From an optimization exercise on the open Yosys and OpenROAD flow, aimed at small area, a short achievable clock period and few clock cycles; shortcuts taken in it are not production practice.
Function was checked by simulation only, so behaviour that the tests miss may differ from the original.
Power and IR drop assume default switching activity.

### flow/run.sh
#!/bin/bash
set -euo pipefail
SETUP_MARGIN=8.7
bash standard.sh SETUP_SLACK_MARGIN=$SETUP_MARGIN MATCH_CELL_FOOTPRINT=0 \
    "BUFFER_PORTS_ARGS=-buffer_cell sky130_fd_sc_hd__buf_4" finish > orfs_make.log 2>&1
### standard.sh
#!/bin/bash
# synth_recipe.tcl (not shown) runs the flow's synth.tcl, then flattens the netlist and writes it again
# the make line also repeats each setting of config.mk as NAME=value (left out here)
make -C /OpenROAD-flow-scripts/flow DESIGN_CONFIG=/design/flow/config.mk WORK_HOME=/design/flow/orfs CLKGATE_MAP_FILE= SYNTH_SCRIPT=/design/flow/synth_recipe.tcl "${@:-finish}"
### config.mk
export PLATFORM = sky130hd
export DESIGN_NAME = conv_top
export DESIGN_NICKNAME = conv_top
export VERILOG_FILES = /design/flow/design.v
export SDC_FILE = /design/flow/constraint.sdc
export NUM_CORES = 4
export LEC_CHECK = 0
export CAP_MARGIN = 20
export CORE_MARGIN = 2
export CORE_UTILIZATION = 65
export SLEW_MARGIN = 20
### constraint.sdc
create_clock -name core_clock -period 12.5 [get_ports {clk}]
set_input_delay 2.5000 -clock core_clock [delete_from_list [all_inputs] [get_ports {clk}]]
set_output_delay 2.5000 -clock core_clock [all_outputs]
set_load 0.01 [all_outputs]
### design.v
package conv_dp_pkg;
    localparam int img_w  = 8;
    localparam int img_h  = 8;
    localparam int k_size = 3;
    localparam int n_taps = k_size * k_size;
    localparam int col_w  = $clog2(img_w);
    localparam int row_w  = $clog2(img_h);
    localparam int pix_w   = 8;
    localparam int wt_w    = 2;
    localparam int scale_w = 8;
    localparam int sum_w   = 13;  
    localparam int res_w   = 21;
    localparam int n_pix = img_w * img_h;
    localparam int n_res = (img_w - k_size + 1) * (img_h - k_size + 1);
    localparam logic [wt_w-1:0] wt_pos = 2'b01;
    localparam logic [wt_w-1:0] wt_neg = 2'b11;
    typedef logic [$clog2(n_pix)-1:0] pix_addr_t;
    typedef logic [5:0]               res_addr_t;
    typedef struct packed {
        logic             valid;
        logic             win_ok;  
        logic [pix_w-1:0] data;
    } pix_t;
    typedef struct packed {
        logic                         valid;
        logic [n_taps-1:0][pix_w-1:0] taps;  
    } win_t;
    typedef struct packed {
        logic                    valid;
        logic signed [res_w-1:0] data;
    } res_t;
    typedef struct packed {
        logic             en;
        pix_addr_t        addr;
        logic [pix_w-1:0] data;
    } feat_wr_t;
endpackage
package conv_cfg_pkg;
    localparam int apb_aw = 12;
    localparam int apb_dw = 32;
    localparam logic [apb_aw-1:0] addr_ctrl    = 12'h000;  
    localparam logic [apb_aw-1:0] addr_status  = 12'h004;  
    localparam logic [apb_aw-1:0] addr_weights = 12'h008;
    localparam logic [apb_aw-1:0] addr_scale   = 12'h00C;
    localparam logic [apb_aw-1:0] feat_base = 12'h100;
    localparam logic [apb_aw-1:0] res_base  = 12'h200;
    localparam int wt_bits = 18;  
    typedef struct packed {
        logic [wt_bits-1:0]              weights;
        logic [7:0]         scale;  
    } conv_cfg_t;
endpackage
module conv_regs (
    input  logic        clk,
    input  logic        rst_n,
    input  logic [11:0] paddr,
    input  logic        psel,
    input  logic        penable,
    input  logic        pwrite,
    input  logic [31:0] pwdata,
    output logic [31:0] prdata,
    output logic        pready,
    output logic        pslverr,
    output logic        feat_we,
    output logic [5:0]  feat_addr,
    output logic [7:0]  feat_data,
    output logic [17:0] weights,
    output logic [3:0]  nneg,
    output logic        step,
    output logic        first,
    output logic [7:0]  bsel,
    output logic [35:0] sel_oh,
    output logic [3:0]  nneg_snap,
    output logic [14:0] booth,
    output logic        rd_res,
    output logic [17:0] misc,
    input  logic [20:0] rdata,
    input  logic        rsign
);
    logic [7:0]  scale;
    logic        busy;
    logic        done;
    logic        run_q;
    logic        first_q;
    logic [7:0]  boh;
    logic [5:0]  ptr;
    logic        w1;
    logic        rdy_q;
    logic        acc_q;
    logic        wr_q;
    logic        ctrl_q;
    logic        wts_q;
    logic        scl_q;
    logic        feat_q;
    logic        err_q;
    logic [5:0]  idx_q;
    logic [7:0]  pw_q;
    logic setup;
    logic a_ctrl, a_status, a_wts, a_scl, a_feat, a_res, mapped;
    logic finishing;
    logic [17:0] misc_d;
    assign setup    = psel && !penable;
    assign a_ctrl   = (paddr == 12'h000);
    assign a_status = (paddr == 12'h004);
    assign a_wts    = (paddr == 12'h008);
    assign a_scl    = (paddr == 12'h00C);
    assign a_feat   = (paddr[11:8] == 4'h1) && (paddr[1:0] == 2'b00);
    assign a_res    = (paddr[11:8] == 4'h2) && (paddr[1:0] == 2'b00) && (paddr[7:2] < 6'd36);
    assign mapped   = a_ctrl || a_status || a_wts || a_scl || a_feat || a_res;
    assign finishing = run_q && boh[0];
    always_comb
    begin
        misc_d = '0;
        if (a_status)
            misc_d[1:0] = {done || finishing, busy && !finishing};
        else if (a_wts)
            misc_d = weights;
        else if (a_scl)
            misc_d[7:0] = scale;
    end
    always_ff @(posedge clk)
    begin
        wr_q      <= pwrite;
        ctrl_q    <= a_ctrl;
        wts_q     <= a_wts;
        scl_q     <= a_scl;
        feat_q    <= a_feat;
        err_q     <= !mapped || (a_res && pwrite);
        idx_q     <= paddr[7:2];
        pw_q      <= pwdata[7:0];
    end
    assign rd_res = a_res && !pwrite;
    assign misc   = misc_d;
    assign pready  = rdy_q;
    assign pslverr = err_q;
    assign prdata  = {{6{rsign}}, {5{rdata[20]}}, rdata};
    logic wcommit;
    logic start_now;
    assign wcommit   = acc_q && wr_q;
    assign start_now = setup && a_ctrl && pwrite && pwdata[0] && !(busy && !finishing);
    assign feat_we   = wcommit && feat_q && !busy;
    assign feat_addr = idx_q;
    assign feat_data = pw_q;
    assign step   = run_q;
    assign first  = first_q;
    assign bsel   = boh;
    always_ff @(posedge clk)
        nneg <= 4'(weights[1] & weights[0]) + 4'(weights[3] & weights[2])
              + 4'(weights[5] & weights[4]) + 4'(weights[7] & weights[6])
              + 4'(weights[9] & weights[8]) + 4'(weights[11] & weights[10])
              + 4'(weights[13] & weights[12]) + 4'(weights[15] & weights[14])
              + 4'(weights[17] & weights[16]);
    logic [10:0] sx;
    logic [14:0] booth_d;
    assign sx = {2'b00, scale, 1'b0};
    always_comb
    begin
        for (int i = 0; i < 3; i++)
        begin
            case (sx[3*i +: 4])
                4'b0001, 4'b0010: booth_d[5*i +: 5] = 5'b00001;
                4'b0011, 4'b0100: booth_d[5*i +: 5] = 5'b00010;
                4'b0101, 4'b0110: booth_d[5*i +: 5] = 5'b00100;
                4'b0111:          booth_d[5*i +: 5] = 5'b01000;
                4'b1000:          booth_d[5*i +: 5] = 5'b11000;
                4'b1001, 4'b1010: booth_d[5*i +: 5] = 5'b10100;
                4'b1011, 4'b1100: booth_d[5*i +: 5] = 5'b10010;
                4'b1101, 4'b1110: booth_d[5*i +: 5] = 5'b10001;
                default:          booth_d[5*i +: 5] = 5'b00000;
            endcase
        end
    end
    always_ff @(posedge clk)
    begin
        if (first_q)
        begin
            nneg_snap <= nneg;
            booth     <= booth_d;
        end
    end
    logic res_rd;
    logic hit;
    assign res_rd = setup && a_res && !pwrite;
    assign hit    = (paddr[7:2] == ptr);
    always_ff @(posedge clk or negedge rst_n)
    begin
        if (!rst_n)
        begin
            acc_q   <= 1'b0;
            weights <= '0;
            scale   <= '0;
            busy    <= 1'b0;
            done    <= 1'b0;
            run_q   <= 1'b0;
            first_q <= 1'b0;
            boh     <= 8'b1;
            sel_oh  <= 36'b1;
            ptr     <= '0;
            w1      <= 1'b0;
            rdy_q   <= 1'b1;
        end
        else
        begin
            acc_q <= setup;
            if (wcommit && wts_q)
                weights <= pwdata[17:0];
            if (wcommit && scl_q)
                scale <= pwdata[7:0];
            first_q <= start_now;
            if (start_now)
            begin
                busy   <= 1'b1;
                done   <= 1'b0;
                run_q  <= 1'b1;
                boh    <= 8'b10;
            end
            else if (run_q)
            begin
                if (!finishing)
                    boh <= {boh[6:0], boh[7]};
                if (finishing)
                begin
                    run_q <= 1'b0;
                    busy  <= 1'b0;
                    done  <= 1'b1;
                end
            end
            if (start_now)
            begin
                ptr    <= '0;
                sel_oh <= 36'b1;
            end
            else if (res_rd)
            begin
                if (hit)
                begin
                    ptr    <= (ptr == 6'd35) ? 6'd0 : ptr + 6'd1;
                    sel_oh <= {sel_oh[34:0], sel_oh[35]};
                end
                else
                begin
                    ptr    <= paddr[7:2];
                    sel_oh <= 36'b1 << paddr[7:2];
                end
            end
            w1    <= res_rd && !hit;
            rdy_q <= !((res_rd && !hit) || w1);
        end
    end
endmodule
module feature_scan (
    input  logic        clk,
    input  logic        we,
    input  logic [5:0]  waddr,
    input  logic [7:0]  wdata,
    input  logic [7:0]  bsel,
    output logic [63:0] pbits
);
    logic [7:0] mem [64];
    for (genvar p = 0; p < 64; p++)
    begin : g_pix
        always_ff @(posedge clk)
        begin
            if (we && (waddr == 6'(p)))
                mem[p] <= wdata;
        end
        assign pbits[p] = |(mem[p] & bsel);
    end
endmodule
module window_buffer (
    input  logic             clk,
    input  logic [36*12-1:0] sums,
    input  logic [35:0]      sel_oh,     
    input  logic [3:0]       nneg_snap,
    input  logic [14:0]      booth,      
    input  logic             rd_res,     
    input  logic [17:0]      misc,       
    output logic [20:0]      rdata,
    output logic             rsign       
);
    logic [11:0]        sel;
    logic signed [12:0] p1;
    logic [14:0]        p3;      
    logic signed [12:0] v;
    always_comb
    begin
        sel = '0;
        for (int k = 0; k < 36; k++)
            sel = sel | (sums[k*12 +: 12] & {12{sel_oh[k]}});
    end
    assign v = {5'({1'b0, sel[11:8]} - {1'b0, nneg_snap}), sel[7:0]};
    always_ff @(posedge clk)
    begin
        p1 <= v;
        p3 <= {{2{v[12]}}, v} + {v[12], v, 1'b0};
    end
    logic [14:0] pp0;
    logic [14:0] pp1;
    logic [14:0] pp2;
    logic [14:0] m1, m2, m4;
    assign m1 = {{2{p1[12]}}, p1};
    assign m2 = {p1[12], p1, 1'b0};
    assign m4 = {p1, 2'b0};
    assign pp0 = (({15{booth[0]}} & m1) | ({15{booth[1]}} & m2)
                 | ({15{booth[2]}} & p3) | ({15{booth[3]}} & m4)) ^ {15{booth[4]}};
    assign pp1 = (({15{booth[5]}} & m1) | ({15{booth[6]}} & m2)
                 | ({15{booth[7]}} & p3) | ({15{booth[8]}} & m4)) ^ {15{booth[9]}};
    assign pp2 = (({15{booth[10]}} & m1) | ({15{booth[11]}} & m2)
                 | ({15{booth[12]}} & p3) | ({15{booth[13]}} & m4)) ^ {15{booth[14]}};
    logic s1;
    logic c2;
    logic s3;
    logic c4;
    logic s5;
    logic c6;
    logic s7;
    logic c8;
    logic s9;
    logic c10;
    logic s11;
    logic c12;
    logic s13;
    logic c14;
    logic s15;
    logic c16;
    logic s17;
    logic c18;
    logic s19;
    logic c20;
    logic s21;
    logic c22;
    logic s23;
    logic c24;
    logic s25;
    logic c26;
    logic s27;
    logic c28;
    logic s29;
    logic c30;
    assign s1 = booth[9] ^ pp0[3];
    assign c2 = booth[9] & pp0[3];
    assign s3 = pp0[4] ^ pp1[1];
    assign c4 = pp0[4] & pp1[1];
    assign s5 = pp0[5] ^ pp1[2];
    assign c6 = pp0[5] & pp1[2];
    assign s7 = pp0[6] ^ pp1[3] ^ pp2[0];
    assign c8 = (pp0[6] & pp1[3]) | (pp0[6] & pp2[0]) | (pp1[3] & pp2[0]);
    assign s9 = pp0[7] ^ pp1[4] ^ pp2[1];
    assign c10 = (pp0[7] & pp1[4]) | (pp0[7] & pp2[1]) | (pp1[4] & pp2[1]);
    assign s11 = pp0[8] ^ pp1[5] ^ pp2[2];
    assign c12 = (pp0[8] & pp1[5]) | (pp0[8] & pp2[2]) | (pp1[5] & pp2[2]);
    assign s13 = pp0[9] ^ pp1[6] ^ pp2[3];
    assign c14 = (pp0[9] & pp1[6]) | (pp0[9] & pp2[3]) | (pp1[6] & pp2[3]);
    assign s15 = pp0[10] ^ pp1[7] ^ pp2[4];
    assign c16 = (pp0[10] & pp1[7]) | (pp0[10] & pp2[4]) | (pp1[7] & pp2[4]);
    assign s17 = pp0[11] ^ pp1[8] ^ pp2[5];
    assign c18 = (pp0[11] & pp1[8]) | (pp0[11] & pp2[5]) | (pp1[8] & pp2[5]);
    assign s19 = pp0[12] ^ pp1[9] ^ pp2[6];
    assign c20 = (pp0[12] & pp1[9]) | (pp0[12] & pp2[6]) | (pp1[9] & pp2[6]);
    assign s21 = pp0[13] ^ pp1[10] ^ pp2[7];
    assign c22 = (pp0[13] & pp1[10]) | (pp0[13] & pp2[7]) | (pp1[10] & pp2[7]);
    assign s23 = ~(~pp0[14]) ^ pp1[11] ^ pp2[8];
    assign c24 = (~(~pp0[14]) & pp1[11]) | (~(~pp0[14]) & pp2[8]) | (pp1[11] & pp2[8]);
    assign s25 = ~(pp1[12]) ^ pp2[9] ^ ~pp0[14];
    assign c26 = (~(pp1[12]) & pp2[9]) | (~(pp1[12]) & ~pp0[14]) | (pp2[9] & ~pp0[14]);
    assign s27 = ~(pp1[13]) ^ pp2[10] ^ pp1[12];
    assign c28 = (~(pp1[13]) & pp2[10]) | (~(pp1[13]) & pp1[12]) | (pp2[10] & pp1[12]);
    assign s29 = ~pp1[14] ^ pp2[11] ^ pp1[13];
    assign c30 = (~pp1[14] & pp2[11]) | (~pp1[14] & pp1[13]) | (pp2[11] & pp1[13]);
    logic [20:0] ra, rb;
    assign ra = {~pp2[14], ~(pp2[13]), ~(pp2[12]), s29, s27, s25, s23, s21, s19, s17, s15, s13, s11, s9, s7, s5, s3, pp1[0], pp0[2], pp0[1], booth[4]};
    assign rb = {pp2[13], pp2[12], c30, c28, c26, c24, c22, c20, c18, c16, c14, c12, c10, c8, c6, c4, c2, s1, 1'b0, 1'b0, pp0[0]};
    logic [20:0] kg0, kp0;
    assign kg0 = ra & rb;
    assign kp0 = ra ^ rb;
    logic [20:0] kg1, kp1;
    for (genvar b = 0; b < 21; b++)
    begin : g_ks0
        if (b >= 1)
        begin : g_op
            assign kg1[b] = kg0[b] | (kp0[b] & kg0[b-1]);
            assign kp1[b] = kp0[b] & kp0[b-1];
        end
        else
        begin : g_pass
            assign kg1[b] = kg0[b];
            assign kp1[b] = kp0[b];
        end
    end
    logic [20:0] kg2, kp2;
    for (genvar b = 0; b < 21; b++)
    begin : g_ks1
        if (b >= 2)
        begin : g_op
            assign kg2[b] = kg1[b] | (kp1[b] & kg1[b-2]);
            assign kp2[b] = kp1[b] & kp1[b-2];
        end
        else
        begin : g_pass
            assign kg2[b] = kg1[b];
            assign kp2[b] = kp1[b];
        end
    end
    logic [20:0] kg3, kp3;
    for (genvar b = 0; b < 21; b++)
    begin : g_ks2
        if (b >= 4)
        begin : g_op
            assign kg3[b] = kg2[b] | (kp2[b] & kg2[b-4]);
            assign kp3[b] = kp2[b] & kp2[b-4];
        end
        else
        begin : g_pass
            assign kg3[b] = kg2[b];
            assign kp3[b] = kp2[b];
        end
    end
    logic [20:0] kg4, kp4;
    for (genvar b = 0; b < 21; b++)
    begin : g_ks3
        if (b >= 8)
        begin : g_op
            assign kg4[b] = kg3[b] | (kp3[b] & kg3[b-8]);
            assign kp4[b] = kp3[b] & kp3[b-8];
        end
        else
        begin : g_pass
            assign kg4[b] = kg3[b];
            assign kp4[b] = kp3[b];
        end
    end
    logic [20:0] kg5, kp5;
    for (genvar b = 0; b < 21; b++)
    begin : g_ks4
        if (b >= 16)
        begin : g_op
            assign kg5[b] = kg4[b] | (kp4[b] & kg4[b-16]);
            assign kp5[b] = kp4[b] & kp4[b-16];
        end
        else
        begin : g_pass
            assign kg5[b] = kg4[b];
            assign kp5[b] = kp4[b];
        end
    end
    logic [20:0] prod;
    assign prod = kp0 ^ {kg5[19:0], 1'b0};
    always_ff @(posedge clk)
    begin
        rdata <= rd_res ? prod : {3'b0, misc};
        rsign <= rd_res & p1[12] & (|{booth[13:10], booth[8:5], booth[3:0]});
    end
endmodule
module ternary_mac (
    input  logic             clk,
    input  logic [63:0]      pbits,
    input  logic [17:0]      weights,
    input  logic [3:0]       nneg,
    input  logic             step,
    input  logic             first,
    output logic [36*12-1:0] sums     
);
    for (genvar r = 0; r < 6; r++)
    begin : g_r
        for (genvar c = 0; c < 6; c++)
        begin : g_c
            logic [8:0] g;
            logic [3:0] pc;
            logic [3:0] pc_q;
            logic [3:0] cin;
            logic [4:0] t;
            logic [7:0] low;
            logic [3:0] cy;
            for (genvar i = 0; i < 3; i++)
            begin : g_i
                for (genvar j = 0; j < 3; j++)
                begin : g_j
                    assign g[3*i+j] = weights[2*(3*i+j)]
                                      & (pbits[(r+i)*8 + c + j] ^ weights[2*(3*i+j)+1]);
                end
            end
            logic sa, ca, sb, cb, sc, cc, cd, se, ce, cf;
            assign sa = g[0] ^ g[1] ^ g[2];
            assign ca = (g[0] & g[1]) | (g[0] & g[2]) | (g[1] & g[2]);
            assign sb = g[3] ^ g[4] ^ g[5];
            assign cb = (g[3] & g[4]) | (g[3] & g[5]) | (g[4] & g[5]);
            assign sc = g[6] ^ g[7] ^ g[8];
            assign cc = (g[6] & g[7]) | (g[6] & g[8]) | (g[7] & g[8]);
            assign pc[0] = sa ^ sb ^ sc;
            assign cd    = (sa & sb) | (sa & sc) | (sb & sc);
            assign se    = ca ^ cb ^ cc;
            assign ce    = (ca & cb) | (ca & cc) | (cb & cc);
            assign pc[1] = se ^ cd;
            assign cf    = se & cd;
            assign pc[2] = ce ^ cf;
            assign pc[3] = ce & cf;
            assign cin = first ? nneg : cy;
            assign t   = 5'(pc_q) + 5'(cin);
            always_ff @(posedge clk)
            begin
                pc_q <= pc;
                if (step)
                begin
                    low <= {t[0], low[7:1]};
                    cy  <= t[4:1];
                end
            end
            assign sums[(6*r+c)*12 +: 12] = {cy, low};
        end
    end
endmodule
module conv_top (
    input  logic        clk,
    input  logic        rst_n,
    input  logic [11:0] paddr,
    input  logic        psel,
    input  logic        penable,
    input  logic        pwrite,
    input  logic [31:0] pwdata,
    output logic [31:0] prdata,
    output logic        pready,
    output logic        pslverr
);
    logic        feat_we;
    logic [5:0]  feat_addr;
    logic [7:0]  feat_data;
    logic [17:0] weights;
    logic [3:0]  nneg;
    logic        step;
    logic        first;
    logic [7:0]  bsel;
    logic [35:0] sel_oh;
    logic [3:0]  nneg_snap;
    logic [14:0] booth;
    logic        rd_res;
    logic [17:0] misc;
    logic [20:0] rdata;
    logic        rsign;
    logic [63:0] pbits;
    logic [36*12-1:0] sums;
    conv_regs u_regs (
        .clk        (clk),
        .rst_n      (rst_n),
        .paddr      (paddr),
        .psel       (psel),
        .penable    (penable),
        .pwrite     (pwrite),
        .pwdata     (pwdata),
        .prdata     (prdata),
        .pready     (pready),
        .pslverr    (pslverr),
        .feat_we    (feat_we),
        .feat_addr  (feat_addr),
        .feat_data  (feat_data),
        .weights    (weights),
        .nneg       (nneg),
        .step       (step),
        .first      (first),
        .bsel       (bsel),
        .sel_oh     (sel_oh),
        .nneg_snap  (nneg_snap),
        .booth      (booth),
        .rd_res     (rd_res),
        .misc       (misc),
        .rdata      (rdata),
        .rsign      (rsign)
    );
    feature_scan u_scan (
        .clk    (clk),
        .we     (feat_we),
        .waddr  (feat_addr),
        .wdata  (feat_data),
        .bsel   (bsel),
        .pbits  (pbits)
    );
    ternary_mac u_mac (
        .clk     (clk),
        .pbits   (pbits),
        .weights (weights),
        .nneg    (nneg),
        .step    (step),
        .first   (first),
        .sums    (sums)
    );
    window_buffer u_rd (
        .clk        (clk),
        .sums       (sums),
        .sel_oh     (sel_oh),
        .nneg_snap  (nneg_snap),
        .booth      (booth),
        .rd_res     (rd_res),
        .misc       (misc),
        .rdata      (rdata),
        .rsign      (rsign)
    );
endmodule
==> impl_metrics.csv, run 1 <==
group,metric,value,unit
floorplanning,die_h,313.2,um
min_path,hold_class,"register to register",
power,p_clk_share,39.5,%
worst_setup_path,cp.required,10.00,ns
global_route,grt_first_pass_wirelength,260100,um
clock_network,cts.clk_slew.worst_paths,0.06,ns
floorplanning,dieWidth,313.2,um
synthesis,synth.distinct_cells,63,
synthesis,netlist_instances,4911,
clock_network,htree_num_levels,4,
detailed_routing,dr.first_iter.drc_count,4608,
power,p_sw_share,25.26,%
global_route,antenna_found_initial,3,
synthesis,synth_xor_xnor_area_share,6.611,%
detailed_routing,vias_per_cell,6.347,
global_route,grt_pass1_vias,39180,
synthesis,synth_edf_count,962,
clock_network,cts_tree,"done",
floorplanning,ios,83,
outcome,status,"timing/DRC/antenna clean",
placed_design,gp_congestion,0.9109,
placed_design,portBuffers,68,
synthesis,synth-simple-area-share,7.328,%
min_path,min-delay-start,"u_regs.w1",
synthesis,yosysTopAreaCellShare,46.49,%
detailed_routing,drt-pass1-iter-count,9,
detailed_routing,wl_per_cell,27.91,um
timing,worst_pin_slew,1.104,ns
power,sequentialPowerShare,48.4,%
global_route,grt_max_degree,192,
floorplanning,coreArea,94870,um2
clock_network,cts_made_buffers,132,
synthesis,synth_largest_area_cell,"edfxtp_1",
floorplanning,initial_core_util,65.49,%
power,power_density,143.7,nW/um2
worst_setup_path,crit_family,"flip-flops",
timing,fmax,0.2564,GHz
timing,period_minus_slack,3.900,ns
worst_setup_path,critPathBufInv,1,
power,pwr-share-comb,12.1,%
detailed_routing,vias,40440,
synthesis,netlist_top_cells_area,"edfxtp_1, fa_1, dfxtp_1",
clock_network,cts_root_buf,"clkbuf_16",
power,ir_drop,0.1914,mV
synthesis,syn_nets,5456,
power,p_leak,27.06,nW
cells_and_area,area_delta_synth_final,12.28,%
cells_and_area,layout_commonest_cell,"edfxtp_1",
worst_setup_path,start_kind,"register",
synthesis,synthMuxAreaShare,0.6202,%
timing,finalCritPeriodShare,31.20,%
synthesis,synth-compound-area-share,11.02,%
synthesis,synth.avg_cell_area,12.65,um2
synthesis,synth_top_family_by_area,"adder cells",
detailed_routing,ant_nets,0,
floorplanning,dieArea,98080,um2
timing,setup_viol,0,
synthesis,ys_warn_count,5,
cells_and_area,fin_nets,5539,
clock_network,clkSinkCount,1260,
worst_setup_path,critPathMaxStageDelay,0.54,ns
timing,final.setup.tns,0,ns
power,power.internal,7.494,mW
synthesis,synth-seq-area-share,56.77,%
synthesis,async_flop_share,6.587,%
detailed_routing,drcViolationCount,0,
worst_setup_path,cp_cell_sequence,"buf_6",
worst_setup_path,cp.arrival,1.40,ns
global_route,grt_remaining_overflow,0,
clock_network,cts_hold_buf,0,
global_route,grt_util_all_layers,36.32,%
cells_and_area,drive_gt1_share,11.99,%
placed_design,place_hpwl,115800,um
worst_setup_path,worstSetupPathType,"register to primary output",
synthesis,synthAdderAreaFrac,12.83,%
worst_setup_path,r2r-start,"u_regs.booth[8]",
job,cap_violations,0,
timing,slew_violations,0,
worst_setup_path,crit_fanout,1,
floorplanning,row_count,113,
timing,hold_viol,0,
synthesis,synth.cell_area,62130,um2
worst_setup_path,cpMaxStageDelayCell,"dfstp_2",
power,p_switching,2.533,mW
detailed_routing,wl,177900,um
cells_and_area,layout_common_cells,"edfxtp_1, inv_1, a22oi_1",
cells_and_area,fin_cells,6372,
placed_design,post-place-cells,6030,
timing,slew_headroom,26.37,%
timing,fin_skew,0.03221,ns
synthesis,ys_ff_latch,1260,
cells_and_area,n_fill_cell,6325,
clock_network,cts_buffer_depth,3,
worst_setup_path,crit_start,"u_regs.rdy_q",
clock_network,clock_latency,0.78,ns
timing,grt_setup_unrepaired,"yes",
worst_setup_path,end_kind,"primary output",
synthesis,synth_ff_type,"edfxtp_1",
## worst register-to-register path, cell delays in order, from the launching register on
cell	delay [ns]
edfxtp_1	0.53
buf_4	0.21
a22o_2	0.23
a221oi_2	0.21
xor2_1	0.22
fa_1	0.44
inv_1	0.10
ha_4	0.23
o21a_1	0.20
o2111ai_2	0.22
nor2_1	0.07
a211o_2	0.40
a21oi_2	0.22
xor2_2	0.27
nor2_1	0.14
## worst paths after layout
kind,cells after the start,endpoint,slack [ns]
worst max-delay path,1,pready,8.60
worst min-delay path,1,u_regs.rdy_q,0.37
worst max register to register,14,u_rd.rdata[18],8.67
worst min register to register,1,u_regs.rdy_q,0.37
max in group asynchronous,2,u_regs.sel_oh[9],9.56
min in group asynchronous,1,u_regs.boh[6],1.62
## layout make-up
cell class | count | area, um2 | area share [%]
well taps | 1265 | 1583 | 2.269
repair buffers | 247 | 2238 | 3.209
clock buffers | 176 | 3616 | 5.183
inverters | 484 | 1817 | 2.604
multi-input cells | 2869 | 24390 | 34.96
clock inverters | 69 | 777.0 | 1.114
flip-flops and latches | 1260 | 35340 | 50.66
diodes | 2 | 5.005 | 0.007174
## registers in the layout, indices dropped and copies added (netlist names), 4 cells and up
register and cells:
u_rd.rdata 21, u_regs.idx_q 6, u_regs.nneg 4, u_mac.g_r.g_c.low 288, u_rd.p1 12, u_regs.booth 14
u_mac.g_r.g_c.pc_q 144, u_regs.pw_q 8, u_regs.ptr 6, u_regs.boh 8, u_regs.nneg_snap 4, u_scan.mem 512
u_regs.scale 8, u_regs.sel_oh 36, u_regs.weights 18, u_mac.g_r.g_c.cy 144, u_rd.p3 14
## layer usage
metal  up-vias  wire [um]  track usage (%)
met5         -         14                0
met3       430      16060            6.676
met2      2113      81780            55.91
met1     20280      70720            50.31
li1      17620          -                -
met4         2       9271            17.98
## what timing repair did
| item | 4_1_cts | 5_1_grt |
|---|---|---|
| pin swaps | 33 | 19 |
| resized for setup | 59 | 83 |
| setup endpoints to repair | 215 | 102 |
| buffers inserted | 70 | 25 |
## power groups by stage
stage	sequential, mW	combinational (mW)	clock [mW]
2_1_floorplan	4.85	0.776	0
3_3_place_gp	4.92	1.10	0
3_5_place_dp	4.93	1.14	0
4_1_cts	4.84	1.16	3.99
5_1_grt	4.85	1.35	4.15
6_report	4.85	1.22	3.96
## kinds of logic (layout without fill, tap and decap cells)
| family | count (synthesis) | count (layout) |
|---|---|---|
| xor+xnor | 469 | 469 |
| mux | 35 | 35 |
| fa+ha+maj | 496 | 496 |
| compound gates | 1008 | 1008 |
| simple gates | 861 | 861 |
| other cells | 0 | 2 |
| flops | 1260 | 1260 |
| buf+inv | 782 | 976 |
## Yosys cell counts, types with 11 or more instances
library cell,instances
a21o_1,46
a21oi_1,146
a221oi_1,66
a22o_1,63
a22oi_1,415
and2_1,229
buf_1,42
buf_4,11
clkbuf_1,238
dfrtp_1,80
dfxtp_1,215
edfxtp_1,962
fa_1,235
ha_1,261
inv_1,483
mux2_2,28
nand2_1,222
nand2b_1,42
nand3_1,18
nand4_1,117
nor2_1,97
nor2b_1,48
nor3_1,53
o21ai_0,223
xnor2_1,110
xor2_1,359
## stage by stage
| step | utilization, % | instance area [um2] | setup WS [ns] | hold slack (ns) | total power [mW] |
|---|---|---|---|---|---|
| final | 73.53 | 69760 | 8.600 | 0.3696 | 10.03 |
| after global placement | 67.23 | 63780 | 7.408 | 0.3522 | 6.029 |
| after global routing | 73.53 | 69760 | 8.571 | 0.3809 | 10.36 |
| after detailed placement | 67.23 | 63780 | 7.361 | 0.3580 | 6.072 |
| after CTS | 72.91 | 69170 | 8.567 | 0.3733 | 9.991 |
| after floorplan | - | 62210 | 8.105 | 0.3444 | 5.630 |
Testbench counts, summed over its fixed seeds: cycles 10,272.
==> run 2, diff against run 1 <==
--- a/design.v
+++ b/design.v
@@ -64,7 +64,8 @@
     output logic        feat_we,
     output logic [5:0]  feat_addr,
     output logic [7:0]  feat_data,
-    output logic [17:0] weights,
+    output logic [8:0]  pos,
+    output logic [8:0]  neg,
     output logic [3:0]  nneg,
     output logic        step,
     output logic        first,
@@ -78,6 +79,8 @@
     input  logic        rsign
 );
     logic [7:0]  scale;
+    logic [8:0]  wsgn;       
+    logic [17:0] weights;    
     logic        busy;
     logic        done;
     logic        run_q;
@@ -108,6 +111,11 @@
     assign a_res    = (paddr[11:8] == 4'h2) && (paddr[1:0] == 2'b00) && (paddr[7:2] < 6'd36);
     assign mapped   = a_ctrl || a_status || a_wts || a_scl || a_feat || a_res;
     assign finishing = run_q && boh[0];
+    for (genvar n = 0; n < 9; n++)
+    begin : g_wr
+        assign weights[2*n]   = pos[n] | neg[n];
+        assign weights[2*n+1] = wsgn[n];
+    end
     always_comb
     begin
         misc_d = '0;
@@ -145,11 +153,8 @@
     assign first  = first_q;
     assign bsel   = boh;
     always_ff @(posedge clk)
-        nneg <= 4'(weights[1] & weights[0]) + 4'(weights[3] & weights[2])
-              + 4'(weights[5] & weights[4]) + 4'(weights[7] & weights[6])
-              + 4'(weights[9] & weights[8]) + 4'(weights[11] & weights[10])
-              + 4'(weights[13] & weights[12]) + 4'(weights[15] & weights[14])
-              + 4'(weights[17] & weights[16]);
+        nneg <= 4'(neg[0]) + 4'(neg[1]) + 4'(neg[2]) + 4'(neg[3]) + 4'(neg[4])
+              + 4'(neg[5]) + 4'(neg[6]) + 4'(neg[7]) + 4'(neg[8]);
     logic [10:0] sx;
     logic [14:0] booth_d;
     assign sx = {2'b00, scale, 1'b0};
@@ -186,24 +191,27 @@
     begin
         if (!rst_n)
         begin
-            acc_q   <= 1'b0;
-            weights <= '0;
+            wsgn    <= '0;
+            pos     <= '0;
+            neg     <= '0;
             scale   <= '0;
             busy    <= 1'b0;
             done    <= 1'b0;
             run_q   <= 1'b0;
             first_q <= 1'b0;
             boh     <= 8'b1;
-            sel_oh  <= 36'b1;
-            ptr     <= '0;
-            w1      <= 1'b0;
-            rdy_q   <= 1'b1;
         end
         else
         begin
-            acc_q <= setup;
             if (wcommit && wts_q)
-                weights <= pwdata[17:0];
+            begin
+                for (int n = 0; n < 9; n++)
+                begin
+                    wsgn[n] <= pwdata[2*n+1];
+                    pos[n]  <= pwdata[2*n] && !pwdata[2*n+1];
+                    neg[n]  <= pwdata[2*n] && pwdata[2*n+1];
+                end
+            end
             if (wcommit && scl_q)
                 scale <= pwdata[7:0];
             first_q <= start_now;
@@ -225,27 +233,31 @@
                     done  <= 1'b1;
                 end
             end
-            if (start_now)
+        end
+    end
+    always_ff @(posedge clk)
+    begin
+        acc_q <= setup;
+        if (start_now)
+        begin
+            ptr    <= '0;
+            sel_oh <= 36'b1;
+        end
+        else if (res_rd)
+        begin
+            if (hit)
             begin
-                ptr    <= '0;
-                sel_oh <= 36'b1;
+                ptr    <= (ptr == 6'd35) ? 6'd0 : ptr + 6'd1;
+                sel_oh <= {sel_oh[34:0], sel_oh[35]};
             end
-            else if (res_rd)
+            else
             begin
-                if (hit)
-                begin
-                    ptr    <= (ptr == 6'd35) ? 6'd0 : ptr + 6'd1;
-                    sel_oh <= {sel_oh[34:0], sel_oh[35]};
-                end
-                else
-                begin
-                    ptr    <= paddr[7:2];
-                    sel_oh <= 36'b1 << paddr[7:2];
-                end
+                ptr    <= paddr[7:2];
+                sel_oh <= 36'b1 << paddr[7:2];
             end
-            w1    <= res_rd && !hit;
-            rdy_q <= !((res_rd && !hit) || w1);
         end
+        w1    <= res_rd && !hit;
+        rdy_q <= !((res_rd && !hit) || w1);
     end
 endmodule
 module feature_scan (
@@ -454,7 +466,8 @@
 module ternary_mac (
     input  logic             clk,
     input  logic [63:0]      pbits,
-    input  logic [17:0]      weights,
+    input  logic [8:0]       pos,     
+    input  logic [8:0]       neg,     
     input  logic [3:0]       nneg,
     input  logic             step,
     input  logic             first,
@@ -475,8 +488,7 @@
             begin : g_i
                 for (genvar j = 0; j < 3; j++)
                 begin : g_j
-                    assign g[3*i+j] = weights[2*(3*i+j)]
-                                      & (pbits[(r+i)*8 + c + j] ^ weights[2*(3*i+j)+1]);
+                    assign g[3*i+j] = pbits[(r+i)*8 + c + j] ? pos[3*i+j] : neg[3*i+j];
                 end
             end
             logic sa, ca, sb, cb, sc, cc, cd, se, ce, cf;
@@ -495,7 +507,15 @@
             assign pc[2] = ce ^ cf;
             assign pc[3] = ce & cf;
             assign cin = first ? nneg : cy;
-            assign t   = 5'(pc_q) + 5'(cin);
+            logic k1, k2, k3;
+            assign t[0] = pc_q[0] ^ cin[0];
+            assign k1   = pc_q[0] & cin[0];
+            assign t[1] = pc_q[1] ^ cin[1] ^ k1;
+            assign k2   = (pc_q[1] & cin[1]) | (pc_q[1] & k1) | (cin[1] & k1);
+            assign t[2] = pc_q[2] ^ cin[2] ^ k2;
+            assign k3   = (pc_q[2] & cin[2]) | (pc_q[2] & k2) | (cin[2] & k2);
+            assign t[3] = pc_q[3] ^ cin[3] ^ k3;
+            assign t[4] = (pc_q[3] & cin[3]) | (pc_q[3] & k3) | (cin[3] & k3);
             always_ff @(posedge clk)
             begin
                 pc_q <= pc;
@@ -524,7 +544,8 @@
     logic        feat_we;
     logic [5:0]  feat_addr;
     logic [7:0]  feat_data;
-    logic [17:0] weights;
+    logic [8:0]  pos;
+    logic [8:0]  neg;
     logic [3:0]  nneg;
     logic        step;
     logic        first;
@@ -552,7 +573,8 @@
         .feat_we    (feat_we),
         .feat_addr  (feat_addr),
         .feat_data  (feat_data),
-        .weights    (weights),
+        .pos        (pos),
+        .neg        (neg),
         .nneg       (nneg),
         .step       (step),
         .first      (first),
@@ -576,7 +598,8 @@
     ternary_mac u_mac (
         .clk     (clk),
         .pbits   (pbits),
-        .weights (weights),
+        .pos     (pos),
+        .neg     (neg),
         .nneg    (nneg),
         .step    (step),
         .first   (first),
--- a/config.mk
+++ b/config.mk
@@ -7,5 +7,5 @@
 export LEC_CHECK = 0
 export CAP_MARGIN = 20
 export CORE_MARGIN = 2
-export CORE_UTILIZATION = 65
+export CORE_UTILIZATION = 70
 export SLEW_MARGIN = 20
==> run 2 against run 1 <==
  * Register-to-register slack gained 0.10 ns
  * Routed wire length shrank 5.7%
  * Synthesized cell count shrank 6.6%
  * Core utilization grew 6.3 points
  * Combinational power grew 32%
  * Global-route usage grew 2.4 points
  * Critical path type is now input port to register
  * Largest cell class unchanged
  * Largest power group unchanged
==> impl_metrics.csv, run 2 <==
group,metric,value,unit
placed_design,gp_congestion,0.9797,
worst_setup_path,r2r-start,"u_regs.booth[2]",
timing,final.setup.tns,0,ns
timing,hold_viol,0,
detailed_routing,vias,39760,
synthesis,async_flop_share,3.704,%
floorplanning,dieWidth,295.0,um
clock_network,htree_num_levels,4,
synthesis,netlist_top_cells_area,"edfxtp_1, fa_1, dfxtp_1",
detailed_routing,ant_nets,0,
clock_network,cts_root_buf,"clkbuf_16",
cells_and_area,multi_input_comb_area,21470,um2
cells_and_area,fin_nets,5182,
worst_setup_path,crit_fanout,10,
min_path,hold_class,"register to register",
cells_and_area,fin_cells,5910,
placed_design,post-place-cells,5570,
clock_network,clkSinkCount,1269,
timing,finalCritPeriodShare,30.54,%
outcome,status,"timing/DRC/antenna clean",
cells_and_area,drive_gt1_share,12.27,%
floorplanning,coreArea,83820,um2
global_route,grt_pass1_vias,38930,
global_route,grt_util_all_layers,38.69,%
floorplanning,initial_core_util,70.74,%
synthesis,ys_top_cells_by_count,"edfxtp_1, inv_1, a22oi_1",
synthesis,synth-seq-area-share,59.49,%
synthesis,synth.distinct_cells,71,
placed_design,portBuffers,68,
timing,setup_viol,0,
global_route,antenna_found_initial,2,
synthesis,netlist_instances,4587,
worst_setup_path,r2r.worst_path.cells,13,
cells_and_area,layout_common_cells,"edfxtp_1, inv_1, a22oi_1",
detailed_routing,dr.first_iter.drc_count,5322,
cells_and_area,largest_reg_flops,512,
global_route,met3_usage,8.029,%
cells_and_area,n_fill_cell,4902,
timing,grt_setup_unrepaired,"yes",
detailed_routing,vias_per_cell,6.727,
worst_setup_path,worstSetupPathType,"input port to register",
clock_network,clock_latency,0.75,ns
synthesis,ys_warn_count,5,
cells_and_area,seq_area,35320,um2
power,power_density,153.0,nW/um2
detailed_routing,drcViolationCount,0,
worst_setup_path,start_kind,"input port",
cells_and_area,layout_commonest_cell,"edfxtp_1",
placed_design,place_hpwl,103700,um
clock_network,cts.clk_slew.worst_paths,0.06,ns
detailed_routing,wl_per_cell,28.37,um
timing,slew_headroom,28.16,%
synthesis,synth.avg_cell_area,12.93,um2
synthesis,synth.cell_area,59290,um2
cells_and_area,area_delta_synth_final,12.80,%
worst_setup_path,ff2ff_setup_slack,8.77,ns
min_path,hold_path_end,"u_regs.rdy_q",
synthesis,ys_ff_latch,1269,
cells_and_area,diodes,0,
worst_setup_path,cp.required,13.17,ns
global_route,grt_remaining_overflow,0,
synthesis,synth_largest_area_cell,"edfxtp_1",
min_path,min-delay-start,"u_regs.w1",
clock_network,cts_buffer_depth,3,
global_route,grt_first_pass_wirelength,245200,um
cells_and_area,largest_registers,"u_scan.mem (512), u_mac.g_r.g_c.low (288)",
global_route,grt_max_degree,95,
timing,period_minus_slack,3.818,ns
detailed_routing,wl,167700,um
timing,worst_pin_slew,1.078,ns
global_route,use_met1,52.36,%
floorplanning,row_count,106,
detailed_routing,drt-pass1-iter-count,10,
synthesis,synth_edf_count,962,
power,ir_drop,0.1687,mV
power,p_leak,26.52,nW
clock_network,cts_tree,"done",
timing,fin_skew,0.03590,ns
clock_network,cts_hold_buf,0,
floorplanning,die_h,295.0,um
worst_setup_path,cp.arrival,4.49,ns
timing,slew_violations,0,
global_route,use_met2,59.10,%
synthesis,syn_nets,5099,
timing,fmax,0.2619,GHz
cells_and_area,largest_register,"u_scan.mem",
min_path,min_path_cells,1,
synthesis,yosysMostFrequentCell,"edfxtp_1",
job,cap_violations,0,
floorplanning,dieArea,87050,um2
synthesis,yosysTopAreaCellShare,48.72,%
floorplanning,ios,83,
clock_network,cts_made_buffers,130,
worst_setup_path,regToRegEndpoint,"u_rd.rdata[11]",
global_route,top_usage_layer,"met2",
synthesis,synth_ff_type,"edfxtp_1",
worst_setup_path,end_kind,"register",
[run 2: changes by cell type in the layout (fill, tap and decap cells not counted), moves of 34 or more]
| cell | delta |
|---|---|
| a21oi_1 | +158 |
| and2_1 | -220 |
| dfxtp_1 | +34 |
| fa_1 | +71 |
| ha_1 | -103 |
| mux2i_1 | +109 |
| nand2_1 | -113 |
| nor2_1 | +254 |
| o21ai_0 | -57 |
| xnor2_1 | -76 |
| xor2_1 | -320 |
[run 2: worst max-delay path by stage]
stage                            from                end  slack [ns]  cells past startpoint
floorplan                u_regs.run_q  u_regs.sel_oh[24]        7.78                      4
CTS                 u_regs.sel_oh[23]         u_rd.p3[9]        8.60                     15
global route        u_regs.sel_oh[17]         u_rd.p3[9]        8.62                     16
detailed placement           paddr[4]   u_regs.sel_oh[5]        7.00                      9
global placement             paddr[4]   u_regs.sel_oh[5]        7.06                      9
finish                       paddr[2]       u_regs.run_q        8.68                      7
[run 2: per-layer routing]
metal	vias up	part of all wire, %
li1	16820	-
met1	19520	36
met2	2854	46
met3	556	11
met4	2	6.4
met5	-	0.0095
[run 2: where the power goes]
part | switching [mW] | total, mW | internal (mW) | leakage [nW]
Clock | 1.67 | 3.94 | 2.27 | 2.14
Combinational | 0.961 | 1.61 | 0.653 | 13.2
Sequential | 0.109 | 4.68 | 4.57 | 11.2
Total | 2.74 | 10.2 | 7.49 | 26.5
[run 2: kinds of logic after synthesis]
| logic type | after synthesis | synth area share [%] |
|---|---|---|
| xor+xnor | 66 | 0.9749 |
| mux | 135 | 2.319 |
| compound gates | 1134 | 12.76 |
| simple gates | 731 | 5.708 |
| buf+inv | 789 | 5.094 |
| fa+ha+maj | 463 | 13.66 |
| flops | 1269 | 59.49 |
[run 2: cell type report]
type / instances / area share, %
Timing Repair Buffer: 244 / 3.642
Tap cell: 1134 / 2.121
Clock inverter: 68 / 1.143
Multi-Input combinational cell: 2530 / 32.11
Clock buffer: 170 / 5.401
Inverter: 495 / 2.778
Sequential cell: 1269 / 52.81
[run 2: worst max-delay path: stages]
cell       delay (ns)
buf_4            0.20
nor2_1           0.73
nand4_1          0.26
nor3_4           0.27
buf_12           0.18
clkbuf_16        0.19
nand2b_4         0.13
[run 2: metrics by stage]
stage               hold WS [ns]  setup slack, ns  utilization (%)  instance area, um2  total power, mW
floorplan                 0.3682            7.783                -               59370            5.742
global placement          0.3729            7.056            72.41               60700            6.136
detailed placement        0.3821            6.998            72.41               60700            6.149
CTS                       0.4086            8.595            78.75               66010            10.07
global route              0.4250            8.619            79.79               66880            10.55
finish                    0.4114            8.682            79.79               66880            10.23
[run 2: repair_timing]
item / CTS / global route
cloned: 2 / 6
hold endpoints to repair: 0 / 0
buffers inserted: 56 / 38
pin swaps: 32 / 27
setup endpoints to repair: 300 / 196
resized for setup: 50 / 76
Testbench counts of run 2, summed over its fixed seeds: cycles 10,272.
==> run 3, diff against run 2 <==
==> flow/run.sh (replaced) <==
#!/bin/bash
set -euo pipefail
SETUP_MARGIN=9.0
bash standard.sh SETUP_SLACK_MARGIN=$SETUP_MARGIN MATCH_CELL_FOOTPRINT=0 \
    "BUFFER_PORTS_ARGS=-buffer_cell sky130_fd_sc_hd__buf_4" finish > orfs_make.log 2>&1
--- a/config.mk
+++ b/config.mk
@@ -7,5 +7,5 @@
 export LEC_CHECK = 0
 export CAP_MARGIN = 20
 export CORE_MARGIN = 2
-export CORE_UTILIZATION = 70
+export CORE_UTILIZATION = 75
 export SLEW_MARGIN = 20
==> run 3 against run 2 <==
  * Combinational power up 24%
  * Area after synthesis unchanged
  * Via count up 5.6%
  * Clock power down 5.6%
  * Register-to-register slack worse by 0.17 ns
  * Critical path depth up 2
  * Core utilization up 7.2 points
  * Maximum frequency down 15%
  * Sequential cell count unchanged
  * Setup slack worse by 0.70 ns
  * Clock-buffer cell count down 7
  * Critical path type unchanged
  * Critical endpoint is now u_regs.sel_oh[22]
  * Highest routed layer unchanged
==> impl_metrics.csv, run 3 <==
group,metric,value,unit
timing,fmax,0.2214,GHz
detailed_routing,vias,41990,
clock_network,cts_tree,"done",
synthesis,netlist_instances,4587,
timing,slew_violations,0,
floorplanning,row_count,103,
clock_network,htree_num_levels,3,
synthesis,ys_ff_latch,1269,
worst_setup_path,cp.required,13.03,ns
cells_and_area,fin_nets,5240,
worst_setup_path,r2r-start,"u_regs.booth[3]",
timing,worst_pin_slew,1.084,ns
synthesis,yosysMostFrequentCell,"edfxtp_1",
detailed_routing,drt-pass1-iter-count,7,
synthesis,synth_largest_area_cell,"edfxtp_1",
synthesis,netlist_top_cells_area,"edfxtp_1, fa_1, dfxtp_1",
timing,hold_viol,0,
detailed_routing,ant_nets,0,
global_route,grt_max_degree,103,
floorplanning,die_h,285.2,um
synthesis,synth_ff_type,"edfxtp_1",
min_path,hold_path_end,"u_regs.rdy_q",
placed_design,place_hpwl,102000,um
synthesis,syn_nets,5099,
cells_and_area,seq_area,35370,um2
timing,period_minus_slack,4.517,ns
min_path,min_path_cells,1,
outcome,status,"timing/DRC/antenna clean",
floorplanning,ios,83,
synthesis,synth.cell_area,59290,um2
power,ir_drop,0.1802,mV
clock_network,cts_hold_buf,0,
worst_setup_path,cp_cell_sequence,"buf_4 -> xnor2_1 -> nand4_1 -> nor3_4 -> buf_12 -> nand2b_2 -> nor3_2 -> a221oi_1 -> nor3_1",
power,pwr-share-comb,19.3,%
clock_network,clock_latency,0.75,ns
clock_network,cts_buffer_depth,3,
timing,final.setup.tns,0,ns
placed_design,gp_congestion,0.9761,
power,sequentialPowerShare,45.0,%
floorplanning,dieWidth,285.2,um
floorplanning,initial_core_util,75.42,%
worst_setup_path,start_kind,"input port",
cells_and_area,layout_commonest_cell,"edfxtp_1",
clock_network,clkSinkCount,1269,
detailed_routing,drcViolationCount,0,
cells_and_area,largest_registers,"u_scan.mem (512), u_mac.g_r.g_c.low (288)",
cells_and_area,layout_common_cells,"edfxtp_1, inv_1, a22oi_1",
clock_network,cts.clk_slew.worst_paths,0.06,ns
min_path,hold_class,"register to register",
synthesis,synth.distinct_cells,71,
detailed_routing,dr.first_iter.drc_count,6886,
timing,slew_headroom,27.76,%
power,p_leak,27.03,nW
floorplanning,dieArea,81320,um2
global_route,grt_remaining_overflow,0,
power,p_sw_share,28.16,%
timing,grt_setup_unrepaired,"yes",
worst_setup_path,cp.arrival,5.04,ns
timing,fin_skew,0.05987,ns
power,p_clk_share,35.7,%
timing,finalCritPeriodShare,36.14,%
power,power_density,152.2,nW/um2
power,power.internal,7.477,mW
floorplanning,coreArea,78610,um2
detailed_routing,wl_per_cell,30.52,um
clock_network,cts_root_buf,"clkbuf_16",
power,power,10.41,mW
placed_design,portBuffers,68,
min_path,min-delay-start,"u_regs.w1",
worst_setup_path,worstSetupPathType,"input port to register",
detailed_routing,vias_per_cell,7.138,
synthesis,synth.avg_cell_area,12.93,um2
global_route,grt_pass1_vias,40550,
global_route,antenna_found_initial,3,
cells_and_area,drive_gt1_share,16.08,%
synthesis,async_flop_share,3.704,%
cells_and_area,largest_register,"u_scan.mem",
detailed_routing,wl,179500,um
worst_setup_path,r2r.worst_path.cells,14,
cells_and_area,fin_cells,5883,
timing,setup_viol,0,
cells_and_area,area_delta_synth_final,15.31,%
cells_and_area,multi_input_comb_area,22260,um2
placed_design,post-place-cells,5483,
worst_setup_path,regToRegEndpoint,"u_rd.rdata[17]",
clock_network,cts_made_buffers,119,
worst_setup_path,critPathMaxStageDelay,0.77,ns
synthesis,synth-seq-area-share,59.49,%
worst_setup_path,cpMaxStageDelayCell,"a221oi_1",
synthesis,yosysTopAreaCellShare,48.72,%
power,p_switching,2.931,mW
job,cap_violations,0,
global_route,grt_first_pass_wirelength,253200,um
cells_and_area,n_fill_cell,3481,
global_route,grt_util_all_layers,42.23,%
synthesis,synth_edf_count,962,
synthesis,ys_top_cells_by_count,"edfxtp_1, inv_1, a22oi_1",
synthesis,ys_warn_count,5,
worst_setup_path,ff2ff_setup_slack,8.60,ns
worst_setup_path,end_kind,"register",
worst_setup_path,crit_fanout,22,
cells_and_area,largest_reg_flops,512,
==> run 3: layer usage <==
metal | global-route usage, % | part of all wire (%)
met3 | 9.320 | 13
met2 | 66.17 | 46
met4 | 24.46 | 7.6
met5 | 0 | 0.0072
met1 | 55.30 | 33
==> run 3: kinds of logic after synthesis <==
kind of cell	after synthesis	share of synthesized area, %
fa+ha+maj	463	13.66
simple gates	731	5.708
flops	1269	59.49
compound gates	1134	12.76
buf+inv	789	5.094
mux	135	2.319
xor+xnor	66	0.9749
==> run 3: how the worst max path moves through the flow <==
stage / startpoint / slack [ns] / end
5_1_grt: paddr[2] / 8.10 / u_regs.sel_oh[22]
2_1_floorplan: u_regs.run_q / 7.78 / u_regs.sel_oh[21]
4_1_cts: paddr[10] / 8.75 / u_regs.run_q
3_5_place_dp: paddr[4] / 7.03 / u_regs.sel_oh[12]
3_3_place_gp: paddr[4] / 7.12 / u_regs.sel_oh[13]
6_report: paddr[2] / 7.98 / u_regs.sel_oh[22]
==> run 3: repair_timing <==
| action | CTS | global route |
|---|---|---|
| setup buffers | 102 | 57 |
| pin swaps | 83 | 76 |
| cloned | 10 | 5 |
| resized for setup | 263 | 169 |
| setup endpoints to repair | 408 | 243 |
==> run 3: stage by stage <==
stage | setup slack [ns] | hold WS (ns) | utilization (%) | cell area, um2
6_report | 7.983 | 0.3878 | 86.97 | 68370
4_1_cts | 8.747 | 0.3908 | 85.22 | 66990
5_1_grt | 8.104 | 0.4099 | 86.96 | 68360
3_5_place_dp | 7.033 | 0.3816 | 77.07 | 60590
2_1_floorplan | 7.783 | 0.3682 | - | 59380
3_3_place_gp | 7.119 | 0.3732 | 77.07 | 60590
==> run 3: layout make-up <==
class                   count  share of cell area (%)
diodes                      1                0.003660
clock buffers             163                   4.918
clock inverters            62                  0.9791
inverters                 495                   2.729
multi-input cells        2531                   32.56
flip-flops and latches   1269                   51.73
well taps                1050                   1.922
repair buffers            312                   5.159
==> run 3: worst max-delay path: cells and delay by family <==
| kind | cells | cell delay [ns] |
|---|---|---|
| xor gates and xnor gates | 1 | 0.18 |
| buffers and inverters | 2 | 0.46 |
| and+or+nand+nor | 5 | 1.10 |
| AOI/OAI and AO/OA | 1 | 0.77 |
==> run 3: power by group through the flow <==
stage               Sequential [mW]  Clock (mW)  Combinational [mW]
finish                         4.69        3.72                2.00
global route                   4.68        3.85                2.10
CTS                            4.66        3.70                1.60
detailed placement             4.75           0                1.40
global placement               4.75           0                1.38
floorplan                      4.69           0                1.05
==> run 4, diff against run 3 <==
--- a/design.v
+++ b/design.v
@@ -88,6 +88,7 @@
     logic [7:0]  boh;
     logic [5:0]  ptr;
     logic        w1;
+    logic        w2;
     logic        rdy_q;
     logic        acc_q;
     logic        wr_q;
@@ -97,7 +98,6 @@
     logic        feat_q;
     logic        err_q;
     logic [5:0]  idx_q;
-    logic [7:0]  pw_q;
     logic setup;
     logic a_ctrl, a_status, a_wts, a_scl, a_feat, a_res, mapped;
     logic finishing;
@@ -135,7 +135,6 @@
         feat_q    <= a_feat;
         err_q     <= !mapped || (a_res && pwrite);
         idx_q     <= paddr[7:2];
-        pw_q      <= pwdata[7:0];
     end
     assign rd_res = a_res && !pwrite;
     assign misc   = misc_d;
@@ -148,7 +147,7 @@
     assign start_now = setup && a_ctrl && pwrite && pwdata[0] && !(busy && !finishing);
     assign feat_we   = wcommit && feat_q && !busy;
     assign feat_addr = idx_q;
-    assign feat_data = pw_q;
+    assign feat_data = pwdata[7:0];    
     assign step   = run_q;
     assign first  = first_q;
     assign bsel   = boh;
@@ -238,26 +237,24 @@
     always_ff @(posedge clk)
     begin
         acc_q <= setup;
-        if (start_now)
+        if (first_q)
         begin
             ptr    <= '0;
             sel_oh <= 36'b1;
         end
+        else if (w1)
+        begin
+            ptr    <= idx_q;
+            sel_oh <= 36'b1 << idx_q;
+        end
         else if (res_rd)
         begin
-            if (hit)
-            begin
-                ptr    <= (ptr == 6'd35) ? 6'd0 : ptr + 6'd1;
-                sel_oh <= {sel_oh[34:0], sel_oh[35]};
-            end
-            else
-            begin
-                ptr    <= paddr[7:2];
-                sel_oh <= 36'b1 << paddr[7:2];
-            end
+            ptr    <= (ptr == 6'd35) ? 6'd0 : ptr + 6'd1;
+            sel_oh <= {sel_oh[34:0], sel_oh[35]};
         end
         w1    <= res_rd && !hit;
-        rdy_q <= !((res_rd && !hit) || w1);
+        w2    <= w1;
+        rdy_q <= !((res_rd && !hit) || w1 || w2);
     end
 endmodule
 module feature_scan (
@@ -301,10 +298,73 @@
             sel = sel | (sums[k*12 +: 12] & {12{sel_oh[k]}});
     end
     assign v = {5'({1'b0, sel[11:8]} - {1'b0, nneg_snap}), sel[7:0]};
+    logic [14:0] v1, v2;
+    assign v1 = {{2{v[12]}}, v};
+    assign v2 = {v[12], v, 1'b0};
+    logic [14:0] t3g0, t3p0, v3;
+    assign t3g0 = v1 & v2;
+    assign t3p0 = v1 ^ v2;
+    logic [14:0] t3g1, t3p1;
+    for (genvar b = 0; b < 15; b++)
+    begin : g_t30
+        if (b >= 1)
+        begin : g_op
+            assign t3g1[b] = t3g0[b] | (t3p0[b] & t3g0[b-1]);
+            assign t3p1[b] = t3p0[b] & t3p0[b-1];
+        end
+        else
+        begin : g_pass
+            assign t3g1[b] = t3g0[b];
+            assign t3p1[b] = t3p0[b];
+        end
+    end
+    logic [14:0] t3g2, t3p2;
+    for (genvar b = 0; b < 15; b++)
+    begin : g_t31
+        if (b >= 2)
+        begin : g_op
+            assign t3g2[b] = t3g1[b] | (t3p1[b] & t3g1[b-2]);
+            assign t3p2[b] = t3p1[b] & t3p1[b-2];
+        end
+        else
+        begin : g_pass
+            assign t3g2[b] = t3g1[b];
+            assign t3p2[b] = t3p1[b];
+        end
+    end
+    logic [14:0] t3g3, t3p3;
+    for (genvar b = 0; b < 15; b++)
+    begin : g_t32
+        if (b >= 4)
+        begin : g_op
+            assign t3g3[b] = t3g2[b] | (t3p2[b] & t3g2[b-4]);
+            assign t3p3[b] = t3p2[b] & t3p2[b-4];
+        end
+        else
+        begin : g_pass
+            assign t3g3[b] = t3g2[b];
+            assign t3p3[b] = t3p2[b];
+        end
+    end
+    logic [14:0] t3g4, t3p4;
+    for (genvar b = 0; b < 15; b++)
+    begin : g_t33
+        if (b >= 8)
+        begin : g_op
+            assign t3g4[b] = t3g3[b] | (t3p3[b] & t3g3[b-8]);
+            assign t3p4[b] = t3p3[b] & t3p3[b-8];
+        end
+        else
+        begin : g_pass
+            assign t3g4[b] = t3g3[b];
+            assign t3p4[b] = t3p3[b];
+        end
+    end
+    assign v3 = t3p0 ^ {t3g4[13:0], 1'b0};
     always_ff @(posedge clk)
     begin
         p1 <= v;
-        p3 <= {{2{v[12]}}, v} + {v[12], v, 1'b0};
+        p3 <= v3;
     end
     logic [14:0] pp0;
     logic [14:0] pp1;
==> flow/run.sh (replaced) <==
#!/bin/bash
set -euo pipefail
SETUP_MARGIN=8.7
bash standard.sh SETUP_SLACK_MARGIN=$SETUP_MARGIN MATCH_CELL_FOOTPRINT=0 \
    "BUFFER_PORTS_ARGS=-buffer_cell sky130_fd_sc_hd__buf_4" finish > orfs_make.log 2>&1
--- a/config.mk
+++ b/config.mk
@@ -7,5 +7,5 @@
 export LEC_CHECK = 0
 export CAP_MARGIN = 20
 export CORE_MARGIN = 2
-export CORE_UTILIZATION = 75
+export CORE_UTILIZATION = 70
 export SLEW_MARGIN = 20
==> run 4 against run 3 <==
  * Still clean
  * Clock-buffer cell count up 6
  * Cell count about the same
  * Core utilization is 7.8 points lower
  * Routed wire length decreased by 6.5%
  * Die area grew 6.9%
  * Total power shrank 18%
  * Critical path depth decreased by 4
  * Synthesized cell count hardly changed
  * Via count decreased by 5.7%
  * Combinational power down 83%
  * Clock power fell by 2%
  * Sequential share of layout area up 1.3 points
  * Largest cell class unchanged
==> impl_metrics.csv, run 4 <==
group,metric,value,unit
synthesis,netlist_top_cells_area,"edfxtp_1, fa_1, dfxtp_1",
worst_setup_path,cp.required,13.16,ns
timing,finalCritPeriodShare,30.16,%
clock_network,cts_tree,"done",
timing,final.setup.tns,0,ns
detailed_routing,drcViolationCount,0,
timing,period_minus_slack,3.770,ns
cells_and_area,layout_commonest_cell,"edfxtp_1",
clock_network,cts_made_buffers,121,
synthesis,yosysTopAreaCellShare,48.77,%
cells_and_area,largest_registers,"u_scan.mem (512), u_mac.g_r.g_c.low (288)",
cells_and_area,layout_common_cells,"edfxtp_1, inv_1, a22oi_1",
timing,fmax,0.2652,GHz
clock_network,cts_hold_buf,0,
detailed_routing,wl_per_cell,28.52,um
timing,grt_setup_unrepaired,"yes",
floorplanning,coreArea,83690,um2
global_route,grt_first_pass_wirelength,245200,um
global_route,antenna_found_initial,3,
detailed_routing,drt-pass1-iter-count,8,
worst_setup_path,start_kind,"input port",
timing,fin_skew,0.03105,ns
floorplanning,row_count,106,
cells_and_area,largest_register,"u_scan.mem",
timing,slew_headroom,19.46,%
power,p_clk_share,42.6,%
global_route,grt_util_all_layers,38.89,%
power,pwr-share-comb,4.0,%
timing,fin_ws,8.730,ns
synthesis,synth_edf_count,962,
synthesis,syn_nets,5098,
outcome,status,"timing/DRC/antenna clean",
detailed_routing,dr.first_iter.drc_count,5046,
detailed_routing,vias,39600,
synthesis,synth-seq-area-share,59.31,%
floorplanning,ios,83,
cells_and_area,fin_nets,5153,
placed_design,portBuffers,68,
synthesis,ys_top_cells_by_count,"edfxtp_1, inv_1, a22oi_1",
timing,hold_viol,0,
timing,setup_viol,0,
synthesis,ys_warn_count,5,
synthesis,synth.cell_area,59230,um2
cells_and_area,final_util,79.20,%
global_route,grt_max_degree,225,
power,ir_drop,0.1820,mV
floorplanning,initial_core_util,70.78,%
synthesis,yosysMostFrequentCell,"edfxtp_1",
global_route,grt_pass1_vias,38130,
power,power.internal,6.720,mW
detailed_routing,wl,167900,um
synthesis,ys_ff_latch,1262,
clock_network,cts_root_buf,"clkbuf_16",
power,power_density,129.0,nW/um2
power,sequentialPowerShare,53.4,%
global_route,grt_remaining_overflow,0,
min_path,hold_class,"register to register",
power,p_sw_share,21.43,%
synthesis,synth.distinct_cells,70,
floorplanning,dieWidth,294.9,um
placed_design,place_hpwl,105400,um
cells_and_area,drive_gt1_share,11.52,%
synthesis,synth_largest_area_cell,"edfxtp_1",
worst_setup_path,end_kind,"register",
placed_design,gp_congestion,1.006,
clock_network,clkSinkCount,1262,
synthesis,async_flop_share,3.724,%
clock_network,cts_buffer_depth,3,
floorplanning,dieArea,86960,um2
worst_setup_path,crit_fanout,21,
cells_and_area,area_delta_synth_final,11.89,%
floorplanning,die_h,294.9,um
power,p_switching,1.833,mW
clock_network,clock_latency,0.72,ns
detailed_routing,vias_per_cell,6.729,
timing,worst_pin_slew,1.208,ns
synthesis,synth_ff_type,"edfxtp_1",
detailed_routing,ant_nets,0,
power,p_leak,26.30,nW
cells_and_area,largest_reg_flops,512,
job,cap_violations,0,
synthesis,netlist_instances,4586,
synthesis,synth.avg_cell_area,12.92,um2
placed_design,place_ws,6.958,ns
timing,slew_violations,0,
clock_network,htree_num_levels,3,
worst_setup_path,ff2ff_setup_slack,8.75,ns
worst_setup_path,worstSetupPathType,"input port to register",
worst_setup_path,cp.arrival,4.44,ns
clock_network,cts.clk_slew.worst_paths,0.06,ns
-- run 4: cell count changes in the layout (fill, tap and decap cells not counted), moves of 17 or more --
cell,before,now
dfxtp_1,215,237
o211a_1,0,17
buf_6,62,14
o22ai_1,1,22
nor2_1,341,361
xnor2_1,23,42
dfxtp_2,39,13
-- run 4: path summary, 6_finish.rpt --
check / depth (start not counted) / startpoint / endpoint
max: 5 / paddr[10] / u_rd.rdata[18]
min: 1 / u_regs.w2 / u_regs.rdy_q
max reg2reg: 12 / u_regs.sel_oh[8] / u_rd.p3[12]
min reg2reg: 1 / u_regs.w2 / u_regs.rdy_q
max in group asynchronous: 1 / rst_n / u_regs.first_q
min in group asynchronous: 1 / rst_n / u_regs.boh[5]
-- run 4: logic make-up (layout without fill, tap and decap cells) --
family                   after synthesis  after routing  synth area share, %
other                                  0              4                    0
AO/OA/AOI/OAI                       1147           1147                12.97
XOR/XNOR                              64             64               0.9463
multiplexers                         140            140                2.408
adder cells (fa/ha/maj)              464            464                13.69
buffers and inverters                798            958                5.179
flip-flops                          1262           1262                59.31
AND/OR/NAND/NOR                      711            713                5.507
-- run 4: metal layers --
layer | vias up | routed length, um | part of all wire [%] | track usage [%]
met5 | - | 0 | 0 | 0
met4 | 0 | 11090 | 6.6 | 21.91
met3 | 575 | 18920 | 11 | 8.732
met2 | 2646 | 77470 | 46 | 60.15
met1 | 19630 | 60420 | 36 | 51.53
li1 | 16760 | - | - | -
-- run 4: power groups by stage --
stage | registers, mW | logic, mW | clock network, mW
6_report | 4.57 | 0.346 | 3.64
5_1_grt | 4.57 | 0.362 | 3.79
4_1_cts | 4.56 | 0.329 | 3.65
3_5_place_dp | 4.65 | 0.320 | 0
3_3_place_gp | 4.65 | 0.314 | 0
2_1_floorplan | 4.62 | 0.178 | 0
-- run 4: through the flow --
| stage | cell area (um2) | cells | hold WS, ns | power (mW) |
|---|---|---|---|---|
| after global placement | 60540 | 5552 | 0.3817 | 4.965 |
| after CTS | 65500 | 5840 | 0.3947 | 8.541 |
| after floorplan | 59390 | 4586 | 0.3656 | 4.796 |
| after global routing | 66270 | 5882 | 0.4053 | 8.723 |
| after detailed placement | 60560 | 5553 | 0.3867 | 4.971 |
| final | 66280 | 5886 | 0.3875 | 8.553 |
-- run 4: layout make-up --
| class | instances | area, um2 |
|---|---|---|
| flip-flops and latches | 1262 | 35180 |
| well taps | 1134 | 1419 |
| repair buffers | 228 | 2272 |
| inverters | 500 | 1878 |
| multi-input cells | 2528 | 21580 |
| clock buffers | 169 | 3352 |
| diodes | 4 | 10.01 |
| fillers | 4958 | 17410 |
| clock inverters | 61 | 588.1 |
-- run 4: timing repair --
item | in CTS | in global routing
buffers inserted | 55 | 40
pin swaps | 38 | 43
resized for setup | 66 | 59
endpoints found under the setup margin | 235 | 74
gates cloned | 2 | 1
-- run 4: worst max-delay path, cell delays in order --
cell and delay [ns]:
buf_4 0.11, or4_4 0.57, a211o_1 0.62, or4_4 0.54, nand3_2 0.09
Testbench counts of run 4, summed over its fixed seeds: cycles 10,272.

separate check: timing with driven ports:
Ports are ideal in the flow. The routed layouts listed here were re-timed in OpenROAD. Step 1 sets driving cells, clkbuf_16 on the clock port and buf_2 on the other inputs (assumed; they add their load-dependent delay and slew). Step 2 times the ports against the registers' clock, not the clock port: input delays grow and output delays shrink by t, the midpoint of the rising clock arrivals with the driver on. Slacks: ideal ports / drivers / drivers and shift; pairs: ideal ports / drivers.
| run | t (ns) | setup slack, ns | hold WS [ns] | worst setup path after step 2 | slew at the worst register clock pin (ns) |
|---|---|---|---|---|---|
| run 1 | 0.835 | 8.600 / 8.530 / 8.050 | 0.370 / 0.370 / 0.370 | input to register | 0.07 / 0.07 |
| run 2 | 0.808 | 8.682 / 8.684 / 7.916 | 0.411 / 0.411 / 0.411 | input to register | 0.07 / 0.07 |
| run 3 | 0.786 | 7.983 / 8.017 / 7.230 | 0.388 / 0.388 / 0.388 | input to register | 0.07 / 0.07 |
| run 4 | 0.774 | 8.730 / 8.687 / 7.999 | 0.388 / 0.388 / 0.388 | input to register | 0.07 / 0.07 |
After both steps setup and hold are still met in every run listed. For run 2, which loses most, drivers alone change the setup slack by +0.002 ns; drivers and shift together by -0.766 ns.
